This is an optimization exercise on Yosys and OpenROAD, whose aim is a short achievable clock period and few clock cycles per item, not a production implementation.
RTL that was checked went through simulation tests only; none was proved equivalent to the original.
For runs 4 and 5, only the layout was checked, not whether the RTL still works.
Power and IR drop assume default switching activity.

**flow/design.v**
```verilog
`timescale 1ns / 1ps
`default_nettype none
package srig_pkg;
  localparam int MAX_GROUP     = 16;
  localparam int ELEMENT_WIDTH = 32;
  localparam int CFG_W         = 5;
  localparam int QUEUE_DEPTH   = 18;
endpackage
`default_nettype wire
`timescale 1ns / 1ps
`default_nettype none
module srig_cell #(
  parameter int WIDTH = 34
) (
  input  wire logic             clk,
  input  wire logic             sel_down,
  input  wire logic             sel_up,
  input  wire logic             sel_load,
  input  wire logic [WIDTH-1:0] from_above,
  input  wire logic [WIDTH-1:0] from_below,
  input  wire logic [WIDTH-1:0] load_data,
  output logic      [WIDTH-1:0] data
);
  logic [WIDTH-1:0] data_r;
  always_ff @(posedge clk) begin
    if (sel_load) begin
      data_r <= load_data;
    end else if (sel_down) begin
      data_r <= from_above;
    end else if (sel_up) begin
      data_r <= from_below;
    end
  end
  assign data = data_r;
endmodule
`default_nettype wire
`timescale 1ns / 1ps
`default_nettype none
module srig_chain #(
  parameter int DEPTH = srig_pkg::QUEUE_DEPTH,
  parameter int WIDTH = 34
) (
  input  wire logic             clk,
  input  wire logic             push,
  input  wire logic             pop,
  input  wire logic [DEPTH-1:0] closed_t,
  input  wire logic [WIDTH-1:0] push_data,
  output logic      [WIDTH-1:0] head_data
);
  logic [WIDTH-1:0] cell_data [DEPTH];
  for (genvar i = 0; i < DEPTH; i++) begin : g_cell
    logic t_here, t_below, t_above;
    logic sel_down, sel_up, sel_load;
    logic [WIDTH-1:0] above_data;
    logic [WIDTH-1:0] below_data;
    assign t_here = closed_t[i];
    if (i == 0) begin : g_head
      assign t_below    = 1'b1;
      assign below_data = push_data;
    end else begin : g_body_b
      assign t_below    = closed_t[i-1];
      assign below_data = cell_data[i-1];
    end
    if (i == DEPTH - 1) begin : g_tail
      assign t_above    = 1'b0;
      assign above_data = cell_data[i];
    end else begin : g_body_a
      assign t_above    = closed_t[i+1];
      assign above_data = cell_data[i+1];
    end
    assign sel_down = pop && (!push || t_above);
    assign sel_up   = push && !pop && !t_below;
    assign sel_load = push && (pop ? (t_here && !t_above) : (t_below && !t_here));
    srig_cell #(
      .WIDTH(WIDTH)
    ) u_cell (
      .clk       (clk),
      .sel_down  (sel_down),
      .sel_up    (sel_up),
      .sel_load  (sel_load),
      .from_above(above_data),
      .from_below(below_data),
      .load_data (push_data),
      .data      (cell_data[i])
    );
  end
  assign head_data = cell_data[0];
endmodule
`default_nettype wire
`timescale 1ns / 1ps
`default_nettype none
module stream_reverse_in_groups_unit #(
  parameter int MAX_GROUP     = srig_pkg::MAX_GROUP,
  parameter int ELEMENT_WIDTH = srig_pkg::ELEMENT_WIDTH
) (
  input  wire logic                            clk,
  input  wire logic                            rst_n,
  input  wire logic                            in_valid,
  output logic                                 in_stall,
  input  wire logic signed [ELEMENT_WIDTH-1:0] in_element,
  input  wire logic                            in_final_element,
  output logic                                 out_valid,
  input  wire logic                            out_stall,
  output logic signed      [ELEMENT_WIDTH-1:0] out_element_out,
  output logic                                 out_run_end,
  output logic                                 out_sequence_end,
  input  wire logic                            cfg_valid,
  output logic                                 cfg_ready,
  input  wire logic [srig_pkg::CFG_W-1:0]      cfg_group_size
);
  localparam int DEPTH = srig_pkg::QUEUE_DEPTH;
  localparam int EW    = ELEMENT_WIDTH;
  localparam int QW    = EW + 2;              
  localparam int CNT_W = $clog2(MAX_GROUP);   
  logic                       in_stall_r;
  logic                       acc_r;
  logic [EW-1:0]              elem_r;
  logic                       fin_r;
  logic                       cfg_v_r;
  logic [srig_pkg::CFG_W-1:0] cfg_sz_r;
  assign cfg_ready = 1'b1;
  assign in_stall  = in_stall_r;
  always_ff @(posedge clk) begin
    elem_r   <= in_element;
    fin_r    <= in_final_element;
    cfg_sz_r <= cfg_group_size;
    if (!rst_n) begin
      acc_r   <= 1'b0;
      cfg_v_r <= 1'b0;
    end else begin
      acc_r   <= in_valid && !in_stall_r;
      cfg_v_r <= cfg_valid;
    end
  end
  logic [CNT_W-1:0] szm1_r;
  logic [CNT_W-1:0] szm1_new;
  logic [CNT_W-1:0] open_r;      
  logic             close;
  always_comb begin
    if (cfg_sz_r == '0) begin
      szm1_new = '0;
    end else if (cfg_sz_r > srig_pkg::CFG_W'(MAX_GROUP)) begin
      szm1_new = CNT_W'(MAX_GROUP - 1);
    end else begin
      szm1_new = CNT_W'(cfg_sz_r - 1'b1);
    end
  end
  assign close = fin_r || (open_r >= szm1_r);
  logic [DEPTH-1:0] closed_t;    
  logic [DEPTH-1:0] used_t;      
  logic [DEPTH-1:0] used_nxt;
  logic [DEPTH-1:0] closed_nxt;
  logic             push;
  logic             pop;
  logic [QW-1:0]    push_word;
  logic [QW-1:0]    head_word;
  logic             out_valid_r;
  logic             skid_valid_r;
  assign push      = acc_r;
  assign pop       = closed_t[0] && !(out_valid_r && skid_valid_r);
  assign push_word = {fin_r, (open_r == '0), elem_r};
  srig_chain #(
    .DEPTH(DEPTH),
    .WIDTH(QW)
  ) u_chain (
    .clk      (clk),
    .push     (push),
    .pop      (pop),
    .closed_t (closed_t),
    .push_data(push_word),
    .head_data(head_word)
  );
  always_comb begin
    used_nxt = used_t;
    if (push && !pop) begin
      used_nxt = {used_t[DEPTH-2:0], 1'b1};
    end else if (pop && !push) begin
      used_nxt = {1'b0, used_t[DEPTH-1:1]};
    end
    closed_nxt = closed_t;
    if (push && close) begin
      closed_nxt = used_nxt;
    end else if (pop) begin
      closed_nxt = {1'b0, closed_t[DEPTH-1:1]};
    end
  end
  always_ff @(posedge clk) begin
    if (!rst_n) begin
      szm1_r     <= '0;
      open_r     <= '0;
      used_t     <= '0;
      closed_t   <= '0;
      in_stall_r <= 1'b0;
    end else begin
      if (cfg_v_r) begin
        szm1_r <= szm1_new;
      end
      if (push) begin
        open_r <= close ? '0 : CNT_W'(open_r + 1'b1);
      end
      used_t     <= used_nxt;
      closed_t   <= closed_nxt;
      in_stall_r <= used_nxt[DEPTH-2];
    end
  end
  logic          first_r;        
  logic          gfin_r;         
  logic [EW-1:0] pop_elem;
  logic          pop_run_end;
  logic          pop_seq_end;
  logic [EW-1:0] out_elem_r;
  logic          out_re_r;
  logic          out_se_r;
  logic [EW-1:0] skid_elem_r;
  logic          skid_re_r;
  logic          skid_se_r;
  logic          out_take;
  assign pop_elem    = head_word[EW-1:0];
  assign pop_run_end = head_word[EW];
  assign pop_seq_end = head_word[EW] && (first_r ? head_word[EW+1] : gfin_r);
  assign out_take = !out_valid_r || !out_stall;
  always_ff @(posedge clk) begin
    if (!rst_n) begin
      out_valid_r  <= 1'b0;
      skid_valid_r <= 1'b0;
      first_r      <= 1'b1;
      gfin_r       <= 1'b0;
    end else begin
      if (pop) begin
        first_r <= pop_run_end;
        if (first_r) begin
          gfin_r <= head_word[EW+1];
        end
      end
      if (out_take) begin
        out_valid_r  <= skid_valid_r || pop;
        skid_valid_r <= skid_valid_r && pop;
      end else if (pop) begin
        skid_valid_r <= 1'b1;
      end
    end
  end
  always_ff @(posedge clk) begin
    if (out_take) begin
      if (skid_valid_r) begin
        out_elem_r <= skid_elem_r;
        out_re_r   <= skid_re_r;
        out_se_r   <= skid_se_r;
      end else begin
        out_elem_r <= pop_elem;
        out_re_r   <= pop_run_end;
        out_se_r   <= pop_seq_end;
      end
    end
    if (pop) begin
      skid_elem_r <= pop_elem;
      skid_re_r   <= pop_run_end;
      skid_se_r   <= pop_seq_end;
    end
  end
  assign out_valid        = out_valid_r;
  assign out_element_out  = out_elem_r;
  assign out_run_end      = out_re_r;
  assign out_sequence_end = out_se_r;
endmodule
`default_nettype wire
```
**flow/run.sh**
```bash
#!/bin/bash
# synth_recipe.tcl (not shown) runs the flow's synth.tcl, then flattens the netlist and writes it again
# the make line also repeats each setting of config.mk as NAME=value (left out here)
make -C /OpenROAD-flow-scripts/flow DESIGN_CONFIG=/design/flow/config.mk WORK_HOME=/design/flow/orfs CLKGATE_MAP_FILE= SYNTH_SCRIPT=/design/flow/synth_recipe.tcl finish
```
**flow/config.mk**
```make
export PLATFORM = sky130hd
export DESIGN_NAME = stream_reverse_in_groups_unit
export DESIGN_NICKNAME = stream_reverse_in_groups_unit
export VERILOG_FILES = /design/flow/design.v
export SDC_FILE = /design/flow/constraint.sdc
export NUM_CORES = 4
export LEC_CHECK = 0
export CAP_MARGIN = 20
export CORE_MARGIN = 2
export CORE_UTILIZATION = 40
export SETUP_SLACK_MARGIN = 1.4
export SLEW_MARGIN = 20
```
**flow/constraint.sdc**
```tcl
create_clock -name core_clock -period 2.7 [get_ports {clk}]
set_input_delay 0.5400 -clock core_clock [delete_from_list [all_inputs] [get_ports {clk}]]
set_output_delay 0.5400 -clock core_clock [all_outputs]
set_load 0.01 [all_outputs]
```
==> run notes, run 1 <==
The final clock period utilization by the worst path is 0.895. The clock tree skew after final layout came out at 0.0378 ns. The worst endpoint data arrival time came out at 2.82 ns.

The count of antenna-violating nets left after detailed routing is 0. The worst hold-check path type is in -> reg. Timing would allow up to 0.414 GHz.

The global placer's final weighted congestion came out at 0.787. Across the run, the number of max-cap violations was 0. The TritonCTS clock tree is done. The number of global-route vias before repair is 25400. Counting every sink on the clock net gives 768.

Of the total power, the share spent switching nets is 0.252. The worst path needs 2.42 ns of the cycle, external delays included. The worst pin sits at a relative slew slack of 0.415. Yosys attributes the largest share of cell area to sky130_fd_sc_hd__edfxtp_1 (52%), sky130_fd_sc_hd__mux2_2 (32%), sky130_fd_sc_hd__dfxtp_1 (4.5%). The number of synthesized register bits is 768. The wire length of the first global-routing pass is 170000 µm.

After detailed routing, the number of remaining DRC violations is 0. The highest net fanout along the worst path came out at 15. The async set or reset register ratio after synthesis came out at 0.

The cell row count is 114. The vertical die dimension came out at 317 µm. In this run the clock root is driven by a sky130_fd_sc_hd__clkbuf_16. Of the total synthesized cell area, the portion taken by XOR and XNOR cells is 0.000223. The count of nets after finishing is 3055.

The region available for standard cell placement spans 0.0969 mm². The initial cell density of the core came out at 0.405. The top-level port count came out at 80. The cell area after synthesis came out at 0.0392 mm².

The number of clock buffers inserted by TritonCTS came out at 86. The combinational fraction of design power came out at 0.168. The share of synthesized cell area in full adder, half adder and majority cells came out at 0.00274. The per-instance average area after synthesis came out at 15.7 µm².

The routed wire length came out at 140000 µm. The share of power burned in the clock network is 0.361. The largest family of logic cells by synthesized area is multiplexers. The leakage power of the design is 21.8 nW. VDD sags by at most 0.418 mV. For this run, the slowest stage of the critical path takes 0.36 ns. The first TritonRoute pass finished after 5 iterations. The share of synthesized area in the top cell type comes to 0.521. The combined global-route utilization of all metal layers is 0.232. The maximum number of pins on one net before global-route repair is 35.

The full die area is 0.101 mm². The violation count after the first detailed-route iteration came out at 3256. The worst setup path is captured at a flop. The number of failing hold endpoints at the final stage came to 0. The average vias per placed instance is 6.04. The sequential area share after synthesis came out at 0.566. After synthesis, the share of cell area in mux cells is 0.347.

The number of nets in the synthesized netlist is 2544. The most common cell after layout, fill and taps aside is sky130_fd_sc_hd__edfxtp_1. The simple-gate share of the synthesized area came out at 0.0212. The switching power total came out at 0.00800 W. The required arrival time at the worst endpoint is 3.11 ns. Setup repair after global routing could not meet its margin everywhere. The sequential group share of total power came out at 0.471. The signal on the critical path passes through a21bo_4 -> inv_4 -> buf_4 -> buf_12 -> nor2_1 -> o21ai_4 -> buf_6 -> clkbuf_16 -> mux2_4.

The number of antenna violations at the first check in global routing came out at 4. In this run, distinct cell masters in the synthesized netlist total 57. The flow ran to the end and the layout has no timing, DRC or antenna violations. The routed length per placed instance is 32.3 µm. The setup-violating endpoint count in the final report came out at 0. The worst setup path is of the reg -> reg kind. The final-layout setup total negative slack is 0 ns. In this run the tool buffered the top-level ports with 78 buffer cells. The width of the chip came out at 317 µm.

The total inserted antenna cells came out at 0. Clock latency on the worst-skew pair, taken at its later pin, is 0.67 ns. Counting the fill cells in the layout gives 6984.

The overall power of the completed layout came out at 0.0318 W. The internal power came out at 0.0238 W. In the synthesized netlist, the number of instances is 2494. The detailed placer's ending HPWL is 57200 µm. The slowest library cell on the worst path is sky130_fd_sc_hd__dfxtp_4.

The critical path launch point type is a flop. Relative to the synthesized area, the layout overhead comes to 41.9%. The layout cell share with drive strength beyond 1 came out at 0.660. The power density relative to cell area came out at 572 mW/mm².

The via count is 26300. The top cell types in the final layout, fill and taps aside, are sky130_fd_sc_hd__edfxtp_1 (680), sky130_fd_sc_hd__mux2_4 (614), sky130_fd_sc_hd__mux2_2 (530). The share of the synthesized area in compound gates (AO/OA/AOI/OAI) came out at 0.0271. For the pin with the worst max-slew slack, the measured transition is 0.876 ns. The total grt overflow came out at 0. For this run, the leading register cell type out of synthesis is sky130_fd_sc_hd__edfxtp_1.

The H-tree depth is 3. After clock tree synthesis, the clock-pin slew on the worst setup and hold paths is 0.07 ns. The maximum clock path buffer count is 3. The final count of pins violating max slew is 0. The Yosys step of the flow raised 4 warnings. The number of buffers added to fix hold violations after cts is 0. Counting flops with a built-in enable in the synthesized netlist gives 680. The synthesized design spends more area on one cell type than any other, namely sky130_fd_sc_hd__edfxtp_1.
## cell families (layout without fill, tap and decap cells)
group / after synthesis / in the layout
other: 1 / 1
AND/OR/NAND/NOR: 175 / 179
multiplexers: 1209 / 1209
XOR/XNOR: 1 / 1
adder cells (fa/ha/maj): 9 / 9
flip-flops: 768 / 768
AO/OA/AOI/OAI: 121 / 172
buffers and inverters: 210 / 734
## power by group through the flow
stage | Sequential (W) | Combinational, W | Clock (W)
after floorplan | 0.0147 | 0.00238 | 0
after global placement | 0.0151 | 0.00284 | 0
after detailed placement | 0.0152 | 0.00298 | 0
after CTS | 0.0149 | 0.00408 | 0.0116
after global routing | 0.0151 | 0.00553 | 0.0120
final | 0.0150 | 0.00533 | 0.0115
## flip-flops by register name, summed over array words and instances, names as in the netlist
register,count
out_re_r,1
gfin_r,1
u_chain.g_cell.u_cell.data_r,612
skid_valid_r,1
out_valid_r,1
first_r,1
acc_r,1
skid_re_r,1
out_elem_r,32
szm1_r,4
cfg_v_r,1
elem_r,32
open_r,4
out_se_r,1
fin_r,1
used_t,18
cfg_sz_r,5
closed_t,18
skid_elem_r,32
skid_se_r,1
## worst paths after layout
check                                                     start                                             end  slack (ns)  cells past startpoint
hold / removal                                    in_element[1]                               elem_r[1]$_DFF_P_        0.31                      1
setup reg to reg                       closed_t[0]$_SDFFE_PN0P_  u_chain.g_cell[10].u_cell.data_r[26]$_DFFE_PP_        0.28                      9
hold reg to reg   u_chain.g_cell[0].u_cell.data_r[15]$_DFFE_PP_                       skid_elem_r[15]$_DFFE_PN_        0.48                      0
setup / recovery                       closed_t[0]$_SDFFE_PN0P_  u_chain.g_cell[10].u_cell.data_r[26]$_DFFE_PP_        0.28                      9
## layer usage
metal  GRT usage  routed length, µm  part of all wire  vias up
met1       0.324              60100              0.43    13800
li1            -                  -                 -    10900
met5           0                 29           0.00021        -
met3      0.0488              15800              0.11      233
met2       0.367              61500              0.44     1382
met4      0.0575               3100             0.022        4
## worst max-delay path, delay by kind of cell (launching register included)
| kind | cells | cell delay [ns] |
|---|---|---|
| DFF | 1 | 0.36 |
| buffers and inverters | 5 | 0.78 |
| and+or+nand+nor | 1 | 0.11 |
| muxes | 1 | 0.29 |
| AOI/OAI and AO/OA | 2 | 0.61 |
## Yosys cell counts, drive strengths merged (2+ instances only)
cell type and count:
mux2 1172, edfxtp 680, buf 131, dfxtp 88
nor2 82, a21oi 51, clkbuf 51, mux2i 37
inv 28, o21ai 25, nand4 20, nand2 18
nor3 18, nand2b 16, o31ai 15, o32a 15
nand3 8, ha 7, and2 5, a211oi 2
maj3 2, nor2b 2, o41ai 2
## stage by stage
step,util,std cells,hold WS [ns],setup slack [ns],area (µm²)
after floorplan,-,2494,0.436,0.553,39400
after global placement,0.425,3719,0.442,-0.0653,41200
after detailed placement,0.426,3721,0.452,0.0354,41200
after CTS,0.519,4188,0.286,0.391,50300
after global routing,0.574,4349,0.301,0.261,55600
final,0.574,4349,0.313,0.284,55600
## repair_timing
action,CTS,global route
gates cloned,116,86
hold endpoints to repair,0,0
setup buffers,195,75
resized for setup,599,734
setup endpoints to repair,1373,1394
pin swaps,45,55
## cell type report
| cell class | instances | area [µm²] | area share |
|---|---|---|---|
| flip-flops and latches | 768 | 22200 | 0.400 |
| multi-input cells | 1571 | 19900 | 0.359 |
| repair buffers | 549 | 9040 | 0.163 |
| clock buffers | 113 | 2280 | 0.0411 |
| well taps | 1276 | 1600 | 0.0287 |
| clock inverters | 43 | 388 | 0.00697 |
| inverters | 28 | 128 | 0.00229 |
| repair inverters | 1 | 6.26 | 0.000112 |
Testbench counts, summed over its fixed seeds: cycles 4,290, items 4,096.
==> run 2, diff against run 1 <==
--- a/flow/config.mk
+++ b/flow/config.mk
@@ -8,5 +8,5 @@
 export CAP_MARGIN = 20
 export CORE_MARGIN = 2
 export CORE_UTILIZATION = 40
-export SETUP_SLACK_MARGIN = 1.4
+export SETUP_SLACK_MARGIN = 1.0
 export SLEW_MARGIN = 20
==> run notes, run 2 <==
The run finished with no timing, DRC or antenna violations. The total grt overflow was 0 (unchanged). The switching part of the total power came out at 0.249 (-0.00252).

The number of cells on the worst reg-to-reg path came out at 7 (-2). The H-tree depth came out at 3 (unchanged). The sequential area share after synthesis is 0.566 (unchanged). The total DRC errors in the routed layout is 0 (unchanged).

The worst flop-to-flop path startpoint is closed_t[17]$_SDFFE_PN0P_. The highest net fanout along the worst path came to 8 (-7). The per-instance average area after synthesis is 15.7 µm² (unchanged).

The leakage power of the design is 21.6 nW (-0.98%). The switching power total came out at 0.00785 W (-1.8%). The maximum clock path buffer count came out at 3 (unchanged). The number of failing hold endpoints at the final stage is 0 (unchanged). The detailed-routing iteration count for the pre-antenna-repair pass came out at 5 (unchanged).

The total clock sinks came out at 768 (unchanged). In the post-synthesis netlist, the biggest area contributors are sky130_fd_sc_hd__edfxtp_1 (52%), sky130_fd_sc_hd__mux2_2 (32%), sky130_fd_sc_hd__dfxtp_1 (4.5%). The detailed placer's ending HPWL is 57200 µm (unchanged). The top cell types in the final layout, fill and taps aside, are sky130_fd_sc_hd__edfxtp_1 (680), sky130_fd_sc_hd__mux2_4 (621), sky130_fd_sc_hd__mux2_2 (532).

The violation count after the first detailed-route iteration is 3015 (-7.4%). The maximum number of pins on one net before global-route repair is 38 (+8.6%). The number of enable flip-flop cells after synthesis came out at 680 (unchanged). The number of synthesized register bits came out at 768 (unchanged). The routed wire length is 136000 µm (-3.4%). The worst setup path is of the reg -> reg kind.

The setup-violating endpoint count in the final report is 0 (unchanged). The clock input transition at the sequential cells of the worst setup and hold paths was 0.06 ns (about the same). The layout cell share with drive strength beyond 1 was 0.644 (-0.0154).

The number of non-filler instances in the completed layout is 4306 (-0.99%). The latest clock arrival within the worst-skew pair is 0.67 ns (about the same). The post-route cell area was 0.0548 mm² (-1.5%).

The global placer's final weighted congestion is 0.787 (unchanged). The worst slack after detailed placement is 0.0354 ns (unchanged). The number of warning messages in the yosys log was 4 (unchanged).

The library cell used most frequently in the layout, excluding fill and tap cells, is sky130_fd_sc_hd__edfxtp_1. Setup repair after global routing could not meet its margin everywhere. In this run the worst hold path is classified as in -> reg. The count of nets after finishing came out at 3012 (-1.4%). The width of the chip came out at 317 µm (unchanged). The number of antenna violations at the first check in global routing came out at 3 (-1).

The worst endpoint data arrival time was 2.81 ns (about the same). The count of cell types in the netlist came out at 57 (unchanged). In this run the critical register-to-register path is captured at u_chain.g_cell[16].u_cell.data_r[18]$_DFFE_PP_.

The routed length per placed instance is 31.5 µm (-2.4%). The final count of pins violating max slew came out at 0 (unchanged). The time the final worst path needs with I/O delays and setup is 2.42 ns (+0.00131 ns). The register-to-register path setup slack is 0.28 ns (about the same). The maximum vdd drop came out at 0.425 mV (+1.8%). The combined global-route utilization of all metal layers came out at 0.225 (-0.00661). The total inserted antenna cells is 0 (unchanged).

The post-placement cell count came out at 3721 (unchanged). The number of maximum-capacitance constraint violations was 0 (unchanged). The top-level port count came out at 80 (unchanged). Of all cell types, the one taking the most synthesized area is sky130_fd_sc_hd__edfxtp_1.

The combinational fraction of design power is 0.162 (-0.006). The leading register cell type out of synthesis is sky130_fd_sc_hd__edfxtp_1. The number of buffer cells added on primary ports was 78 (unchanged).

The TritonCTS clock tree is done. u_chain.g_cell.u_cell.data_r holds more flip-flops than any other register. The achievable clock frequency came out at 0.414 GHz (about the same). The number of global-route vias before repair is 25100 (-1.1%). The count of antenna-violating nets left after detailed routing is 0 (unchanged). The top cell type's share of synthesized area is 0.521 (unchanged). The number of flip-flops under the largest register name is 612 (unchanged). The vertical die dimension is 317 µm (unchanged).

The worst setup path is captured at a flop. By count the netlist is led by sky130_fd_sc_hd__mux2_2 (1102), sky130_fd_sc_hd__edfxtp_1 (680), sky130_fd_sc_hd__dfxtp_1 (88). The number of cells produced by synthesis is 2494 (unchanged). The cell area after synthesis came out at 0.0392 mm² (unchanged). The number of buffers added to fix hold violations after cts is 0 (unchanged). The relative max-transition margin is 0.392 (-0.0232). The wire length of the first global-routing pass is 166000 µm (-2.4%). The clock tree skew after final layout came out at 0.0295 ns (-0.00830 ns). The power density relative to cell area came out at 576 mW/mm² (+0.69%). The average vias per placed instance is 5.96 (-1.3%). The placed cell area came out at 0.0412 mm² (unchanged). The critical path launch point type is a flop.

The number of clock buffers inserted by TritonCTS came to 86 (unchanged). The tree is rooted in a sky130_fd_sc_hd__clkbuf_16. The slew of the pin with the lowest slew margin is 0.911 ns (+0.0347 ns). The cell row count came to 114 (unchanged). The share of power burned in the clock network came to 0.364 (+0.003). The internal power is 0.0237 W (-0.50%). The full die area is 0.101 mm² (unchanged).

The area inside the core boundary is 0.0969 mm² (unchanged). The net count of the mapped netlist came to 2544 (unchanged). The final clock period utilization by the worst path is 0.895 (about the same). The via count is 25700 (-2.3%).

The sequential group share of total power came out at 0.475 (+0.004). The initial cell density of the core is 0.405 (unchanged). The post-layout worst setup margin was 0.283 ns (-0.00131 ns). The async set or reset register ratio after synthesis is 0 (unchanged).

The required arrival time at the worst endpoint came out at 3.09 ns (-0.02 ns). The area growth from synthesis to final layout is 39.7%. The most critical setup path has its startpoint at closed_t[17]$_SDFFE_PN0P_. The most frequent cell after synthesis is sky130_fd_sc_hd__mux2_2. Following the worst setup path forward leads to its endpoint at u_chain.g_cell[16].u_cell.data_r[18]$_DFFE_PP_.
-- run 2: cell counts after synthesis --
Identical to the previous run, type by type.
-- run 2: metal layers --
layer  up-vias  part of all wire  global-route usage
li1      10800                 -                   -
met1     13500              0.43               0.314
met2      1249              0.44               0.361
met3       201              0.11              0.0430
met4         2             0.021              0.0561
met5         -          0.000096                   0
-- run 2: cell families (layout without fill, tap and decap cells) --
logic type                 Yosys count  in the layout  synth area share
AOI/OAI and AO/OA                  121            162            0.0271
xor gates and xnor gates             1              1          0.000223
other                                1              1         0.0000956
and+or+nand+nor                    175            178            0.0212
muxes                             1209           1209             0.347
adders and majority gates            9              9           0.00274
DFF                                768            768             0.566
buffers and inverters              210            702            0.0360
-- run 2: power by group through the flow --
stage	Sequential [W]	Clock, W	Combinational, W
5_1_grt	0.0150	0.0120	0.00530
2_1_floorplan	0.0147	0	0.00238
3_5_place_dp	0.0152	0	0.00298
4_1_cts	0.0149	0.0116	0.00393
3_3_place_gp	0.0151	0	0.00284
6_report	0.0150	0.0115	0.00510
-- run 2: through the flow --
stage          hold slack [ns]  power, W  setup TNS, ns   util
3_3_place_gp             0.442    0.0180          -2.03  0.425
2_1_floorplan            0.436    0.0171              0      -
5_1_grt                  0.296    0.0324              0  0.566
4_1_cts                  0.286    0.0304              0  0.512
6_report                 0.319    0.0315              0  0.566
3_5_place_dp             0.452    0.0181              0  0.426
-- run 2: worst max-delay path, cell delays in order (launching register included) --
cell                        delay (ns)
sky130_fd_sc_hd__dfxtp_1          0.75
sky130_fd_sc_hd__nor2b_2          0.21
sky130_fd_sc_hd__nor2_4           0.19
sky130_fd_sc_hd__buf_12           0.17
sky130_fd_sc_hd__buf_12           0.11
sky130_fd_sc_hd__clkbuf_16        0.14
sky130_fd_sc_hd__mux2_4           0.30
sky130_fd_sc_hd__mux2_2           0.26
-- run 2: how the worst min path moves through the flow --
stage                              startpoint                  end  slack (ns)  cells after the start
after floorplan           gfin_r$_SDFFE_PN0N_  gfin_r$_SDFFE_PN0N_        0.44                      2
after global placement    gfin_r$_SDFFE_PN0N_  gfin_r$_SDFFE_PN0N_        0.44                      2
after detailed placement  gfin_r$_SDFFE_PN0N_  gfin_r$_SDFFE_PN0N_        0.45                      2
after CTS                       in_element[1]    elem_r[1]$_DFF_P_        0.29                      1
after global routing            in_element[1]    elem_r[1]$_DFF_P_        0.30                      1
final                       cfg_group_size[3]  cfg_sz_r[3]$_DFF_P_        0.32                      1
-- run 2: repair_timing --
item | 4_1_cts | 5_1_grt
buffers inserted | 179 | 66
pin swaps | 31 | 45
gates cloned | 101 | 83
gates resized for setup | 529 | 710
setup endpoints to repair | 1333 | 1312
-- run 2: cell type report --
class	instances	area, µm²
timing repair buffer	517	8590
clock buffer	113	2280
clock inverter	43	388
sequential	768	22200
tap	1276	1600
fill	7076	42100
inverter	28	115
timing repair inverter	1	6.26
multi-input combinational	1560	19600
==> run 3, diff against run 2 <==
--- a/flow/config.mk
+++ b/flow/config.mk
@@ -8,5 +8,4 @@
 export CAP_MARGIN = 20
 export CORE_MARGIN = 2
 export CORE_UTILIZATION = 40
-export SETUP_SLACK_MARGIN = 1.0
 export SLEW_MARGIN = 20
==> run notes, run 3 <==
Ranked by flip-flop count, first place goes to u_chain.g_cell.u_cell.data_r. The flow ran to the end and the layout has no timing, DRC or antenna violations. For this run, the leading register cell type out of synthesis is sky130_fd_sc_hd__edfxtp_1. The combinational fraction of design power came out at 0.102 (-0.060). The number of enable flip-flop cells after synthesis came out at 680 (unchanged). The sequential group share of total power was 0.509 (+0.034). The clock input transition at the sequential cells of the worst setup and hold paths came to 0.06 ns (about the same). The count of cell types in the netlist is 57 (unchanged). The maximum number of pins on one net before global-route repair is 39 (+2.6%).

The slew of the pin with the lowest slew margin is 0.958 ns (+0.0471 ns). The per-instance average area after synthesis came out at 15.7 µm² (unchanged). The cell area after synthesis is 0.0392 mm² (unchanged).

In this run the worst hold path is classified as in -> reg. The latest clock arrival within the worst-skew pair is 0.64 ns (-0.03 ns). The sequential area share after synthesis is 0.566 (unchanged).

The post-layout worst setup margin is 0.129 ns (-0.154 ns). The maximum vdd drop came out at 0.454 mV (+6.8%). The number of antenna violations at the first check in global routing is 2 (-1). The average vias per placed instance is 5.25 (-12%).

Leaving out fill and tap cells, the most frequent cell in the layout is sky130_fd_sc_hd__mux2_2. The number of global-route vias before repair came out at 22800 (-9.3%). The buffer cell driving the clock tree root is sky130_fd_sc_hd__clkbuf_16. The register-to-register path setup slack is 0.13 ns (-0.15 ns). The detailed-routing iteration count for the pre-antenna-repair pass is 5 (unchanged).

The number of warning messages in the yosys log came to 4 (unchanged). The final clock period utilization by the worst path is 0.952 (+0.0570). The total inserted antenna cells came out at 0 (unchanged). The critical path capture point is u_chain.g_cell[2].u_cell.data_r[19]$_DFFE_PP_.

The endpoint of the most critical register-to-register path is u_chain.g_cell[2].u_cell.data_r[19]$_DFFE_PP_. The detailed placer's ending HPWL came out at 57300 µm (+0.11%). The number of buffer cells added on primary ports came out at 78 (unchanged).

By area the synthesized netlist is led by sky130_fd_sc_hd__edfxtp_1 (52%), sky130_fd_sc_hd__mux2_2 (32%), sky130_fd_sc_hd__dfxtp_1 (4.5%). The wire length of the first global-routing pass came out at 132000 µm (-20%). The number of flip-flops under the largest register name is 612 (unchanged). The worst flop-to-flop path startpoint is closed_t[0]$_SDFFE_PN0P_.

The total grt overflow is 0 (unchanged). The number of synthesized register bits is 768 (unchanged). The width of the chip is 317 µm (unchanged).

The required arrival time at the worst endpoint is 3.07 ns (-0.02 ns). The number of cells on the worst reg-to-reg path is 6 (-1). The total clock sinks came out at 768 (unchanged). Setup repair after global routing left no endpoint under its margin. The H-tree depth is 3 (unchanged).

The net count of the mapped netlist came out at 2544 (unchanged). The maximum clock path buffer count came out at 3 (unchanged). The layout filler cell count is 8340 (+18%). The routed wire length is 84900 µm (-38%). The relative max-transition margin was 0.361 (-0.0305). The power density relative to cell area came out at 661 mW/mm² (+15%). The worst endpoint data arrival time is 2.95 ns (+0.14 ns). The share of power burned in the clock network came to 0.389 (+0.025). The total DRC errors in the routed layout came out at 0 (unchanged). The kind of critical path is reg -> reg. The time the final worst path needs with I/O delays and setup was 2.57 ns (+0.154 ns). The cell row count came out at 114 (unchanged).

TritonCTS built the clock tree. The top-level port count came to 80 (unchanged). The global placer's final weighted congestion is 0.747 (-5.2%). The highest net fanout along the worst path came to 34 (+26). The top cell type's share of synthesized area came out at 0.521 (unchanged). The achievable clock frequency came out at 0.389 GHz (-6.0%). The biggest area contributor in the post-synthesis netlist is sky130_fd_sc_hd__edfxtp_1. The violation count after the first detailed-route iteration is 1114 (-63%). The switching power total came to 0.00665 W (-15%).

The worst min-delay path startpoint is in_element[5]. The layout cell share with drive strength beyond 1 is 0.520 (-0.124). The worst slack after detailed placement came to -0.0754 ns (-0.111 ns).

Leaving out fill and tap cells, the most frequent cells in the layout are sky130_fd_sc_hd__mux2_2 (1102), sky130_fd_sc_hd__edfxtp_1 (680), sky130_fd_sc_hd__clkbuf_16 (89). The via count is 20400 (-20%). The number of cells produced by synthesis is 2494 (unchanged). The routed length per placed instance came out at 21.8 µm (-31%).

The count of antenna-violating nets left after detailed routing was 0 (unchanged). STA classifies the critical path startpoint as a flop. The setup-violating endpoint count in the final report is 0 (unchanged).

The post-layout utilization of the core came out at 0.456 (-0.110). The number of failing hold endpoints at the final stage is 0 (unchanged). By count the netlist is led by sky130_fd_sc_hd__mux2_2 (1102), sky130_fd_sc_hd__edfxtp_1 (680), sky130_fd_sc_hd__dfxtp_1 (88). The switching part of the total power is 0.228 (-0.0213).

The final count of pins violating max slew came out at 0 (unchanged). In this run the worst setup path begins at closed_t[0]$_SDFFE_PN0P_. The clock tree skew after final layout came out at 0.0260 ns (-0.00349 ns).

The combined global-route utilization of all metal layers is 0.170 (-0.0548). The initial cell density of the core is 0.405 (unchanged). The leakage power of the design is 15.0 nW (-31%). The most frequent cell after synthesis is sky130_fd_sc_hd__mux2_2.

The area growth from synthesis to final layout is 12.7%. The full die area came out at 0.101 mm² (unchanged). The internal power is 0.0226 W (-4.7%). The vertical die dimension is 317 µm (unchanged). The async set or reset register ratio after synthesis was 0 (unchanged). The area inside the core boundary is 0.0969 mm² (unchanged). The number of clock buffers inserted by TritonCTS came out at 85 (-1.2%). The number of maximum-capacitance constraint violations came out at 0 (unchanged). The count of nets after finishing is 2597 (-14%).

The kind of capture point of the worst setup path is a flop.
==> run 3: cell types whose count changed in the layout (fill, tap and decap cells not counted), sizes merged <==
cell / before / now
buf: 419 / 69
clkbuf: 166 / 117
clkdlybuf4s50: 42 / 78
o32a: 48 / 15
a21oi: 56 / 51
inv: 33 / 29
bufbuf: 3 / 0
and2: 7 / 5
a21bo: 2 / 1
bufinv: 5 / 4
clkinvlp: 2 / 1
nand3: 9 / 8
o21ai: 27 / 26
==> run 3: through the flow <==
stage	TNS [ns]	power, W	cell area [µm²]	hold slack, ns	std cells
after floorplan	0	0.0171	39200	0.436	2494
after global placement	-2.89	0.0180	41000	0.441	3720
after detailed placement	-1.64	0.0181	41000	0.448	3721
after CTS	0	0.0296	43800	0.299	3877
after global routing	0	0.0304	44200	0.312	3891
final	0	0.0292	44200	0.340	3891
==> run 3: what timing repair did <==
item / in CTS / in global routing
pin swaps: 1 / 2
setup buffers: 0 / 2
cloned: 1 / 0
resized for setup: 2 / 3
setup endpoints to repair: 33 / 55
hold buffers: 0 / 0
==> run 3: how the worst min path moves through the flow <==
| stage | endpoint | cells past startpoint |
|---|---|---|
| final | elem_r[5]$_DFF_P_ | 1 |
| after CTS | elem_r[5]$_DFF_P_ | 1 |
| after global placement | gfin_r$_SDFFE_PN0N_ | 2 |
| after floorplan | gfin_r$_SDFFE_PN0N_ | 2 |
| after detailed placement | gfin_r$_SDFFE_PN0N_ | 2 |
| after global routing | elem_r[5]$_DFF_P_ | 1 |
==> run 3: final cells by class <==
type / instances / area [µm²] / share of cell area
clock buffer: 117 / 2430 / 0.0550
multi-input combinational: 1517 / 15800 / 0.357
inverter: 28 / 110 / 0.00249
timing repair buffer: 147 / 1790 / 0.0406
tap: 1276 / 1600 / 0.0361
clock inverter: 38 / 307 / 0.00694
sequential: 768 / 22200 / 0.502
==> run 3: cells by family after synthesis <==
logic type	share of synthesized area
buf+inv	0.0360
mux	0.347
other cells	0.0000956
xor+xnor	0.000223
simple gates	0.0212
compound gates	0.0271
flops	0.566
fa+ha+maj	0.00274
==> run 3: metal layers <==
layer  share of wire  track usage  up-vias
met2            0.54        0.318      206
met3           0.023       0.0219       99
met4           0.017       0.0414        0
li1                -            -     9745
met5               0            0        -
met1            0.42        0.207    10400
==> run 3: power groups by stage <==
stage | combinational, W | clock, W | sequential [W]
6_report | 0.00298 | 0.0114 | 0.0149
2_1_floorplan | 0.00235 | 0 | 0.0147
3_3_place_gp | 0.00283 | 0 | 0.0151
4_1_cts | 0.00297 | 0.0117 | 0.0149
3_5_place_dp | 0.00296 | 0 | 0.0152
5_1_grt | 0.00326 | 0.0121 | 0.0150
==> run 3: worst max-delay path, stage by stage (launching register included) <==
cell	delay [ns]
sky130_fd_sc_hd__dfxtp_1	0.33
sky130_fd_sc_hd__a21bo_4	0.36
sky130_fd_sc_hd__buf_4	0.25
sky130_fd_sc_hd__a21oi_4	0.12
sky130_fd_sc_hd__buf_4	0.52
sky130_fd_sc_hd__mux2_2	0.40
sky130_fd_sc_hd__mux2_2	0.26
==> run 4, diff against run 3 <==
--- a/flow/design.v
+++ b/flow/design.v
@@ -4,7 +4,7 @@
   localparam int MAX_GROUP     = 16;
   localparam int ELEMENT_WIDTH = 32;
   localparam int CFG_W         = 5;
-  localparam int QUEUE_DEPTH   = 18;
+  localparam int QUEUE_DEPTH   = 17;
 endpackage
 `default_nettype wire
 `timescale 1ns / 1ps
@@ -112,53 +112,35 @@
   localparam int EW    = ELEMENT_WIDTH;
   localparam int QW    = EW + 2;              
   localparam int CNT_W = $clog2(MAX_GROUP);   
-  logic                       in_stall_r;
-  logic                       acc_r;
-  logic [EW-1:0]              elem_r;
-  logic                       fin_r;
-  logic                       cfg_v_r;
-  logic [srig_pkg::CFG_W-1:0] cfg_sz_r;
+  logic in_stall_r;
+  logic push;
+  logic pop;
   assign cfg_ready = 1'b1;
   assign in_stall  = in_stall_r;
-  always_ff @(posedge clk) begin
-    elem_r   <= in_element;
-    fin_r    <= in_final_element;
-    cfg_sz_r <= cfg_group_size;
-    if (!rst_n) begin
-      acc_r   <= 1'b0;
-      cfg_v_r <= 1'b0;
-    end else begin
-      acc_r   <= in_valid && !in_stall_r;
-      cfg_v_r <= cfg_valid;
-    end
-  end
+  assign push      = in_valid && !in_stall_r;
   logic [CNT_W-1:0] szm1_r;
   logic [CNT_W-1:0] szm1_new;
   logic [CNT_W-1:0] open_r;      
   logic             close;
   always_comb begin
-    if (cfg_sz_r == '0) begin
+    if (cfg_group_size == '0) begin
       szm1_new = '0;
-    end else if (cfg_sz_r > srig_pkg::CFG_W'(MAX_GROUP)) begin
+    end else if (cfg_group_size > srig_pkg::CFG_W'(MAX_GROUP)) begin
       szm1_new = CNT_W'(MAX_GROUP - 1);
     end else begin
-      szm1_new = CNT_W'(cfg_sz_r - 1'b1);
-    end
-  end
-  assign close = fin_r || (open_r >= szm1_r);
+      szm1_new = CNT_W'(cfg_group_size - 1'b1);
+    end
+  end
+  assign close = in_final_element || (open_r >= szm1_r);
   logic [DEPTH-1:0] closed_t;    
   logic [DEPTH-1:0] used_t;      
   logic [DEPTH-1:0] used_nxt;
   logic [DEPTH-1:0] closed_nxt;
-  logic             push;
-  logic             pop;
   logic [QW-1:0]    push_word;
   logic [QW-1:0]    head_word;
   logic             out_valid_r;
-  logic             skid_valid_r;
-  assign push      = acc_r;
-  assign pop       = closed_t[0] && !(out_valid_r && skid_valid_r);
-  assign push_word = {fin_r, (open_r == '0), elem_r};
+  assign pop       = closed_t[0] && (!out_valid_r || !out_stall);
+  assign push_word = {in_final_element, (open_r == '0), in_element};
   srig_chain #(
     .DEPTH(DEPTH),
     .WIDTH(QW)
@@ -192,7 +174,7 @@
       closed_t   <= '0;
       in_stall_r <= 1'b0;
     end else begin
-      if (cfg_v_r) begin
+      if (cfg_valid) begin
         szm1_r <= szm1_new;
       end
       if (push) begin
@@ -200,62 +182,36 @@
       end
       used_t     <= used_nxt;
       closed_t   <= closed_nxt;
-      in_stall_r <= used_nxt[DEPTH-2];
+      in_stall_r <= used_nxt[DEPTH-1];
     end
   end
   logic          first_r;        
   logic          gfin_r;         
-  logic [EW-1:0] pop_elem;
-  logic          pop_run_end;
-  logic          pop_seq_end;
   logic [EW-1:0] out_elem_r;
   logic          out_re_r;
   logic          out_se_r;
-  logic [EW-1:0] skid_elem_r;
-  logic          skid_re_r;
-  logic          skid_se_r;
-  logic          out_take;
-  assign pop_elem    = head_word[EW-1:0];
-  assign pop_run_end = head_word[EW];
-  assign pop_seq_end = head_word[EW] && (first_r ? head_word[EW+1] : gfin_r);
-  assign out_take = !out_valid_r || !out_stall;
   always_ff @(posedge clk) begin
     if (!rst_n) begin
-      out_valid_r  <= 1'b0;
-      skid_valid_r <= 1'b0;
-      first_r      <= 1'b1;
-      gfin_r       <= 1'b0;
+      out_valid_r <= 1'b0;
+      first_r     <= 1'b1;
+      gfin_r      <= 1'b0;
     end else begin
       if (pop) begin
-        first_r <= pop_run_end;
+        first_r <= head_word[EW];
         if (first_r) begin
           gfin_r <= head_word[EW+1];
         end
       end
-      if (out_take) begin
-        out_valid_r  <= skid_valid_r || pop;
-        skid_valid_r <= skid_valid_r && pop;
-      end else if (pop) begin
-        skid_valid_r <= 1'b1;
-      end
-    end
-  end
-  always_ff @(posedge clk) begin
-    if (out_take) begin
-      if (skid_valid_r) begin
-        out_elem_r <= skid_elem_r;
-        out_re_r   <= skid_re_r;
-        out_se_r   <= skid_se_r;
-      end else begin
-        out_elem_r <= pop_elem;
-        out_re_r   <= pop_run_end;
-        out_se_r   <= pop_seq_end;
-      end
-    end
+      if (!out_valid_r || !out_stall) begin
+        out_valid_r <= pop;
+      end
+    end
+  end
+  always_ff @(posedge clk) begin
     if (pop) begin
-      skid_elem_r <= pop_elem;
-      skid_re_r   <= pop_run_end;
-      skid_se_r   <= pop_seq_end;
+      out_elem_r <= head_word[EW-1:0];
+      out_re_r   <= head_word[EW];
+      out_se_r   <= head_word[EW] && (first_r ? head_word[EW+1] : gfin_r);
     end
   end
   assign out_valid        = out_valid_r;
--- a/flow/config.mk
+++ b/flow/config.mk
@@ -8,4 +8,7 @@
 export CAP_MARGIN = 20
 export CORE_MARGIN = 2
 export CORE_UTILIZATION = 40
+export CTS_CLUSTER_DIAMETER = 60
+export CTS_CLUSTER_SIZE = 30
+export SETUP_SLACK_MARGIN = 1.0
 export SLEW_MARGIN = 20
==> run notes, run 4 <==
The run finished with no timing, DRC or antenna violations. The maximum vdd drop is 0.498 mV (+9.6%). Traced cell by cell, the critical path runs through a21bo_4 -> inv_8 -> buf_6 -> buf_6 -> nand3b_1 -> a21oi_4 -> buf_12 -> buf_12 -> buf_16 -> nand2_1 -> o21ai_1. The number of flip-flops under the largest register name came to 578 (-5.6%). The leakage power of the design came out at 19.6 nW (+31%). By area, the combinational part of the netlist is dominated by multiplexers. The switching power total was 0.00935 W (+41%). The via count was 26100 (+28%). The layout filler cell count is 6303 (-24%).

The initial cell density of the core is 0.405 (about the same). The highest net fanout along the worst path came to 9 (-74%). The startpoint identified for the worst hold timing path is gfin_r$_SDFFE_PN0P_. The routed wire length is 125000 µm (+47%). The number of failing hold endpoints at the final stage came out at 0 (unchanged). The count of antenna-violating nets left after detailed routing is 0 (unchanged). The library cell used most frequently in the layout, excluding fill and tap cells, is sky130_fd_sc_hd__edfxtp_1. The leading register cell type out of synthesis is sky130_fd_sc_hd__edfxtp_1. The number of buffer cells added on primary ports was 78 (unchanged). The sequential area share after synthesis is 0.579 (+0.0134).

The clock tree skew after final layout came out at 0.0417 ns (+0.0157 ns). The total inserted antenna cells was 0 (unchanged). The maximum clock path buffer count is 3 (unchanged).

The slew of the pin with the lowest slew margin is 0.825 ns (-0.132 ns). The share of synthesized cell area in full adder, half adder and majority cells is 0.00293 (+0.000188). Setup repair after global routing could not meet its margin everywhere. The simple-gate share of the synthesized area is 0.0800 (+0.0588). The combinational fraction of design power is 0.237 (+0.135). Sorting the synthesized cells by how often they occur yields sky130_fd_sc_hd__edfxtp_1 (612), sky130_fd_sc_hd__mux2i_1 (502), sky130_fd_sc_hd__nor2_1 (464). Ranked by total cell area, the synthesized netlist is headed by sky130_fd_sc_hd__edfxtp_1 (55%), sky130_fd_sc_hd__mux2i_1 (15%), sky130_fd_sc_hd__a21oi_1 (6.6%). The worst hold-check path type is reg -> reg. The internal power came to 0.0210 W (-7.1%). Tracing the worst setup path back leads to its startpoint at closed_t[0]$_SDFFE_PN0P_. The cell row count came out at 105 (-7.9%). The time the final worst path needs with I/O delays and setup is 2.10 ns (-0.468 ns). The post-layout worst setup margin is 0.597 ns (+0.468 ns).

The number of enable flip-flop cells after synthesis came out at 612 (-10%). The violation count after the first detailed-route iteration came to 3663 (+230%). The required arrival time at the worst endpoint is 3.19 ns (+0.12 ns).

The worst setup path is of the reg -> reg kind. The per-instance average area after synthesis came to 11.8 µm² (-25%). The layout cell share with drive strength beyond 1 is 0.303 (-0.218). The detailed placer's ending HPWL is 56100 µm (-2.1%). The detailed-routing iteration count for the pre-antenna-repair pass is 6 (+1).

The share of the synthesized area in compound gates (AO/OA/AOI/OAI) is 0.104 (+0.0768). The worst slack after detailed placement came to 0.0249 ns (+0.100 ns). The final hold slack is 0.463 ns (+0.123 ns). The count of nets after finishing is 3245 (+25%).

The achievable clock frequency came out at 0.476 GHz (+22%). The mux contribution to synthesized area is 0.182 (-0.165). The async set or reset register ratio after synthesis came out at 0 (unchanged). The synthesized-area fraction occupied by xor and xnor cells is 0.000526 (+0.000303). The vertical die dimension is 292 µm (-7.8%). u_chain.g_cell.u_cell.data_r holds more flip-flops than any other register. The count of cell types in the netlist came out at 52 (-8.8%). The number of synthesized register bits is 657 (-14%). The worst setup path is launched from a flop. The number of maximum-capacitance constraint violations is 0 (unchanged). The wire length of the first global-routing pass is 150000 µm (+14%). The total grt overflow is 0 (unchanged).

The maximum number of pins on one net before global-route repair is 69 (+77%). The top-level port count is 80 (unchanged). The top cell type's share of synthesized area came out at 0.552 (+0.0313). The most frequent cell after synthesis is sky130_fd_sc_hd__edfxtp_1. The worst setup path is captured at a flop. The number of antenna violations at the first check in global routing came to 0 (-2).

The area growth from synthesis to final layout came out at 38.5%. The sequential group share of total power came out at 0.491 (-0.018). In the final layout, the registers with the most flip-flops are u_chain.g_cell.u_cell.data_r (578), out_elem_r (32), closed_t (17). The cell area after synthesis came to 0.0333 mm² (-15%).

The combined global-route utilization of all metal layers was 0.232 (+0.0622). The buffer cell driving the clock tree root is sky130_fd_sc_hd__clkbuf_16. The latest clock arrival within the worst-skew pair came out at 0.66 ns (+0.02 ns). The width of the chip came out at 292 µm (-7.8%). The worst register-to-register path begins at closed_t[0]$_SDFFE_PN0P_. TritonCTS built the clock tree. The number of cells produced by synthesis is 2830 (+13%). The power density relative to cell area came out at 658 mW/mm² (-0.53%). The number of clock buffers inserted by TritonCTS came to 53 (-38%). The share of power burned in the clock network came out at 0.273 (-0.116). The post-layout utilization of the core was 0.560 (+0.104).

The setup-violating endpoint count in the final report came to 0 (unchanged). The total DRC errors in the routed layout is 0 (unchanged). The net count of the mapped netlist came out at 2880 (+13%). The number of warning messages in the yosys log came to 4 (unchanged).

The switching part of the total power is 0.308 (+0.0808). The final clock period utilization by the worst path is 0.779 (-0.173). The global placer's final weighted congestion came out at 0.787 (+5.4%). The average vias per placed instance was 6.07 (+16%). The library cells used most frequently in the layout, excluding fill and tap cells, are sky130_fd_sc_hd__edfxtp_1 (612), sky130_fd_sc_hd__mux2i_1 (458), sky130_fd_sc_hd__a21oi_1 (414). The total clock sinks came out at 657 (-14%).

The H-tree depth was 2 (-1). The peak per-stage delay on the critical path came out at 0.35 ns (-0.17 ns). The worst endpoint data arrival time came to 2.59 ns (-0.36 ns). The routed length per placed instance was 29.0 µm (+33%). The clock input transition at the sequential cells of the worst setup and hold paths came out at 0.12 ns (+0.06 ns). The number of global-route vias before repair is 23900 (+5.2%). The final count of pins violating max slew is 0 (unchanged). The relative max-transition margin is 0.448 (+0.0866). The slowest stage of the critical path is the sky130_fd_sc_hd__dfxtp_4 cell. The area inside the core boundary came out at 0.0822 mm² (-15%). The post-synthesis cell type with the largest combined area is sky130_fd_sc_hd__edfxtp_1. The full die area came out at 0.0855 mm² (-15%).
==> run 4: changes by cell type after synthesis, sizes merged, moves of 16 or more <==
cell and delta:
o21ai +101, buf +70, a21boi +16, inv -17
nand4 -19, nor2 +391, a22oi +16, a21oi +389
nand2 +135, mux2 -1091, mux2i +465, dfxtp -43
edfxtp -68
==> run 4: power groups by stage <==
stage	registers (W)	logic [W]	clock network [W]
after floorplan	0.0143	0.00335	0
after global routing	0.0149	0.00751	0.00865
final	0.0149	0.00718	0.00827
after global placement	0.0149	0.00427	0
after CTS	0.0147	0.00554	0.00829
after detailed placement	0.0149	0.00449	0
==> run 4: critical path: cells and delay by family (launching register included) <==
kind	cells	cell delay (ns)
flip-flops	1	0.35
buffers and inverters	6	0.80
AND/OR/NAND/NOR	2	0.18
AO/OA/AOI/OAI	3	0.58
==> run 4: stage by stage <==
step	std cells	power (W)	instance area, µm²	setup TNS [ns]
6_report	4306	0.0303	46100	0
5_1_grt	4306	0.0311	46100	0
4_1_cts	4130	0.0285	41700	0
3_5_place_dp	3838	0.0194	35700	0
3_3_place_gp	3838	0.0192	35700	0
2_1_floorplan	2830	0.0177	33600	-234.56
==> run 4: final cells by class <==
class	count	area, µm²	share of cell area
tap	1070	1340	0.0290
inverter	11	48.8	0.00106
clock buffer	53	1330	0.0288
sequential	657	19300	0.419
timing repair buffer	574	9620	0.209
clock inverter	43	442	0.00958
multi-input combinational	1898	14000	0.304
==> run 4: cell families (layout without fill, tap and decap cells) <==
logic type	after synthesis	in the layout
XOR/XNOR	2	2
other	1	1
multiplexers	583	583
AO/OA/AOI/OAI	638	638
adder cells (fa/ha/maj)	8	8
flip-flops	657	657
buffers and inverters	276	681
AND/OR/NAND/NOR	665	666
==> run 4: worst paths after layout <==
path / endpoint / slack [ns] / cells after the start
worst min register to register: gfin_r$_SDFFE_PN0P_ / 0.46 / 2
worst max-delay path: u_chain.g_cell[2].u_cell.data_r[10]$_DFFE_PP_ / 0.60 / 11
worst max register to register: u_chain.g_cell[2].u_cell.data_r[10]$_DFFE_PP_ / 0.60 / 11
worst min-delay path: gfin_r$_SDFFE_PN0P_ / 0.46 / 2
==> run 4: what timing repair did <==
action	in CTS	in global routing
pin swaps	63	245
endpoints found under the setup margin	1230	1221
gates cloned	79	106
hold buffers	0	0
resized for setup	382	422
setup buffers	117	70
==> run 4: per-layer routing <==
layer,wire length [µm],up-vias,global-route usage
met5,0,-,0
met4,3650,0,0.0614
met3,16700,296,0.0422
met2,55200,1764,0.385
met1,49400,13000,0.314
li1,-,11100,-
==> run 5, diff against run 4 <==
--- a/flow/config.mk
+++ b/flow/config.mk
@@ -8,7 +8,5 @@
 export CAP_MARGIN = 20
 export CORE_MARGIN = 2
 export CORE_UTILIZATION = 40
-export CTS_CLUSTER_DIAMETER = 60
-export CTS_CLUSTER_SIZE = 30
 export SETUP_SLACK_MARGIN = 1.0
 export SLEW_MARGIN = 20
==> run notes, run 5 <==
The number of cells produced by synthesis came out at 2830 (unchanged). The per-instance average area after synthesis came out at 11.8 µm² (unchanged). The final-layout setup total negative slack is 0 ns (unchanged). The achievable clock frequency came out at 0.481 GHz (+1.1%). The clock tree skew after final layout is 0.0225 ns (-0.0192 ns). The final clock period utilization by the worst path is 0.770 (-0.00863). The total DRC errors in the routed layout is 0 (unchanged). The worst setup path is captured at a flop. The total clock sinks is 657 (unchanged). The number of enable flip-flop cells after synthesis came out at 612 (unchanged). The total grt overflow is 0 (unchanged). The number of buffers added to fix hold violations after cts came out at 0 (unchanged).

The top cell type's share of synthesized area was 0.552 (unchanged). The critical path launch point type is a flop. Counting flops per register, the top entry is u_chain.g_cell.u_cell.data_r. The total inserted antenna cells came out at 0 (unchanged).

By instance count, the cell type seen most on the critical path is sky130_fd_sc_hd__buf_12. The width of the chip was 292 µm (unchanged). The power density relative to cell area is 698 mW/mm² (+6.1%). The via count was 25300 (-3.3%). The top-level port count came out at 80 (unchanged).

The kind of critical path is reg -> reg. After synthesis, the cell types taking the most area are sky130_fd_sc_hd__edfxtp_1 (55%), sky130_fd_sc_hd__mux2i_1 (15%), sky130_fd_sc_hd__a21oi_1 (6.6%). The vertical die dimension is 292 µm (unchanged). The async set or reset register ratio after synthesis came out at 0 (unchanged). The number of synthesized register bits is 657 (unchanged).

The latest clock arrival within the worst-skew pair is 0.63 ns (-0.03 ns). The highest net fanout along the worst path came out at 8 (-1). The buffering stage count on the worst path with inverters included came out at 4 (-2).

The detailed-routing iteration count for the pre-antenna-repair pass was 6 (unchanged). The post-layout worst setup margin was 0.620 ns (+0.0233 ns). The H-tree depth came to 3 (+1). The worst endpoint data arrival time is 2.46 ns (-0.13 ns). The maximum vdd drop was 0.462 mV (-7.1%). The most frequent cell after synthesis is sky130_fd_sc_hd__edfxtp_1.

Setup repair after global routing could not meet its margin everywhere. The worst slack after detailed placement is 0.0249 ns (unchanged). The net count of the mapped netlist came out at 2880 (unchanged). Broken down by cell family, the worst path's largest delay share belongs to buffers and inverters. The combined global-route utilization of all metal layers is 0.234 (+0.00141). The count of nets after finishing is 3175 (-2.2%).

The number of flip-flops under the largest register name came out at 578 (unchanged). The peak per-stage delay on the critical path came to 0.35 ns (about the same). The number of failing hold endpoints at the final stage came to 0 (unchanged).

The routed length per placed instance came out at 27.3 µm (-6.1%). The violation count after the first detailed-route iteration is 3537 (-3.4%). The average vias per placed instance came to 5.96 (-1.9%).

The global placer's final weighted congestion came out at 0.787 (unchanged). The required arrival time at the worst endpoint came to 3.08 ns (-0.11 ns). The time the final worst path needs with I/O delays and setup came out at 2.08 ns (-0.0233 ns). The sequential area share after synthesis came out at 0.579 (unchanged). The layout cell share with drive strength beyond 1 came out at 0.268 (-0.0352). The register-to-register path setup slack came out at 0.62 ns (+0.02 ns). The number of buffer cells added on primary ports is 78 (unchanged). The clock input transition at the sequential cells of the worst setup and hold paths is 0.06 ns (-0.06 ns).

The wire length of the first global-routing pass came out at 152000 µm (+0.87%). The maximum clock path buffer count came out at 3 (unchanged). The cell row count came out at 105 (unchanged). For this run, the leading register cell type out of synthesis is sky130_fd_sc_hd__edfxtp_1. The leakage power of the design came out at 18.8 nW (-4.0%).

The footprint of the flip-flops and latches is 0.0193 mm² (about the same). The critical path goes through nand2b_4 -> buf_12 -> buf_8 -> o21ai_4 -> buf_12 -> buf_16 -> mux2i_1 -> a21oi_1. TritonCTS built the clock tree. The number of global-route vias before repair was 24400 (+1.8%). The tree is rooted in a sky130_fd_sc_hd__clkbuf_16. The count of antenna-violating nets left after detailed routing came out at 0 (unchanged). The number of warning messages in the yosys log is 4 (unchanged). The initial cell density of the core was 0.405 (unchanged).

The area growth from synthesis to final layout came out at 34.0%. The relative max-transition margin came out at 0.468 (+0.0198). The area inside the core boundary was 0.0822 mm² (unchanged). The flow ran to the end and the layout has no timing, DRC or antenna violations. The layout filler cell count is 6533 (+3.6%). sky130_fd_sc_hd__edfxtp_1 takes more of the synthesized area than any other cell. The routed wire length is 116000 µm (-7.4%). The setup-violating endpoint count in the final report came out at 0 (unchanged).

The slew of the pin with the lowest slew margin was 0.796 ns (-0.0297 ns). The library cells used most frequently in the layout, excluding fill and tap cells, are sky130_fd_sc_hd__edfxtp_1 (612), sky130_fd_sc_hd__mux2i_1 (457), sky130_fd_sc_hd__nor2_1 (408). The path class of the tightest hold or removal check is reg -> reg. The final count of pins violating max slew came out at 0 (unchanged). The number of clock buffers inserted by TritonCTS is 73 (+38%). In the final layout, the registers with the most flip-flops are u_chain.g_cell.u_cell.data_r (578), out_elem_r (32), closed_t (17).

By count the netlist is led by sky130_fd_sc_hd__edfxtp_1 (612), sky130_fd_sc_hd__mux2i_1 (502), sky130_fd_sc_hd__nor2_1 (464). The most common cell after layout, fill and taps aside is sky130_fd_sc_hd__edfxtp_1. The maximum number of pins on one net before global-route repair came out at 69 (unchanged).

The detailed placer's ending HPWL came to 56100 µm (unchanged). The number of maximum-capacitance constraint violations is 0 (unchanged). The cell area after synthesis came to 0.0333 mm² (unchanged).

The slowest stage of the critical path is the sky130_fd_sc_hd__dfxtp_4 cell. The number of antenna violations at the first check in global routing was 0 (unchanged). The full die area is 0.0855 mm² (unchanged). The count of cell types in the netlist is 52 (unchanged).

The footprint of the multi-input gates came out at 0.0136 mm² (-3.0%).
==> run 5: cell counts after synthesis <==
No cell type changed its count.
==> run 5: final timing paths <==
check / end / cells past startpoint / startpoint
max: u_chain.g_cell[3].u_cell.data_r[6]$_DFFE_PP_ / 8 / in_stall_r$_SDFF_PN0_
min: out_elem_r[6]$_DFFE_PP_ / 0 / u_chain.g_cell[0].u_cell.data_r[6]$_DFFE_PP_
max reg2reg: u_chain.g_cell[3].u_cell.data_r[6]$_DFFE_PP_ / 8 / in_stall_r$_SDFF_PN0_
min reg2reg: out_elem_r[6]$_DFFE_PP_ / 0 / u_chain.g_cell[0].u_cell.data_r[6]$_DFFE_PP_
==> run 5: timing repair <==
item | 4_1_cts | 5_1_grt
setup endpoints to repair | 1230 | 1220
gates cloned | 82 | 57
gates resized for setup | 341 | 259
pin swaps | 82 | 207
buffers inserted | 94 | 49
==> run 5: layout make-up <==
class                   instances  share of cell area
multi-input cells            1899               0.305
inverters                      11             0.00109
flip-flops and latches        657               0.433
well taps                    1070              0.0300
repair buffers                483               0.181
clock buffers                  91              0.0446
clock inverters                35             0.00589
==> run 5: layer usage <==
| layer | wire, µm | up-vias | global-route usage |
|---|---|---|---|
| met5 | 0 | - | 0 |
| met4 | 2770 | 0 | 0.0552 |
| met3 | 13200 | 238 | 0.0429 |
| met2 | 53700 | 1524 | 0.390 |
| met1 | 46100 | 12600 | 0.317 |
| li1 | - | 11000 | - |
==> run 5: cells by family (layout without fill, tap and decap cells) <==
logic type,Yosys count,count (layout),share of synthesized area
DFF,657,657,0.579
xor gates and xnor gates,2,2,0.000526
adders and majority gates,8,8,0.00293
other,1,1,0.000113
muxes,583,583,0.182
AOI/OAI and AO/OA,638,638,0.104
buffers and inverters,276,620,0.0516
and+or+nand+nor,665,667,0.0800
==> run 5: worst reg2reg max path: stages, from the launching register on <==
cell and delay, ns:
sky130_fd_sc_hd__dfxtp_4 0.35, sky130_fd_sc_hd__nand2b_4 0.19, sky130_fd_sc_hd__buf_12 0.17, sky130_fd_sc_hd__buf_8 0.13
sky130_fd_sc_hd__o21ai_4 0.28, sky130_fd_sc_hd__buf_12 0.19, sky130_fd_sc_hd__buf_16 0.17, sky130_fd_sc_hd__mux2i_1 0.26
sky130_fd_sc_hd__a21oi_1 0.10
==> run 5: stage by stage <==
| stage | power, W | area (µm²) | utilization | hold slack (ns) | std cells |
|---|---|---|---|---|---|
| global route | 0.0320 | 44600 | 0.542 | 0.458 | 4246 |
| floorplan | 0.0177 | 33600 | - | 0.426 | 2830 |
| CTS | 0.0300 | 41800 | 0.508 | 0.457 | 4140 |
| finish | 0.0311 | 44600 | 0.542 | 0.455 | 4246 |
| detailed placement | 0.0194 | 35700 | 0.434 | 0.439 | 3838 |
| global placement | 0.0192 | 35700 | 0.434 | 0.443 | 3838 |
==> run 5: power breakdown <==
part / internal, W / leakage (nW) / switching [W]
sequential: 0.0136 / 6.28 / 0.00131
combinational: 0.00323 / 11.4 / 0.00333
clock: 0.00542 / 1.10 / 0.00426

==> separate check: timing with driven ports <==
The results above use ideal ports. As a check the final layouts listed here were re-extracted and re-timed, cells and wires unchanged.
Step 1, drivers: a clkbuf_16 drives clk and a buf_2 each remaining input, both assumed.
Step 2 times the ports against the registers' clock, not the clock port: input delays grow and output delays shrink by t, the midpoint of the rising clock arrivals with the driver on.
a / b / c = no drivers / after step 1 / after step 2; a / b = the first two.
run | shift t [ns] | slack for setup (ns) | worst hold slack (ns) | latest minus earliest clock arrival (ns) | pins driven straight from the clock port
run 1 | 0.728 | 0.284 / 0.284 / 0.284 | 0.313 / 0.266 / 0.481 | 0.041 / 0.041 | 1
run 2 | 0.722 | 0.283 / 0.283 / 0.283 | 0.319 / 0.271 / 0.469 | 0.031 / 0.031 | 1
run 3 | 0.696 | 0.129 / 0.129 / 0.129 | 0.340 / 0.308 / 0.451 | 0.031 / 0.031 | 1
run 4 | 0.703 | 0.597 / 0.597 / 0.120 | 0.463 / 0.463 / 0.463 | 0.049 / 0.049 | 1
run 5 | 0.684 | 0.620 / 0.620 / 0.180 | 0.455 / 0.455 / 0.455 | 0.029 / 0.030 | 1
After both steps setup and hold are still met in every run listed. The setup slack of run 4, which loses most, moves by 0.000 ns with the drivers and by -0.477 ns with both steps.
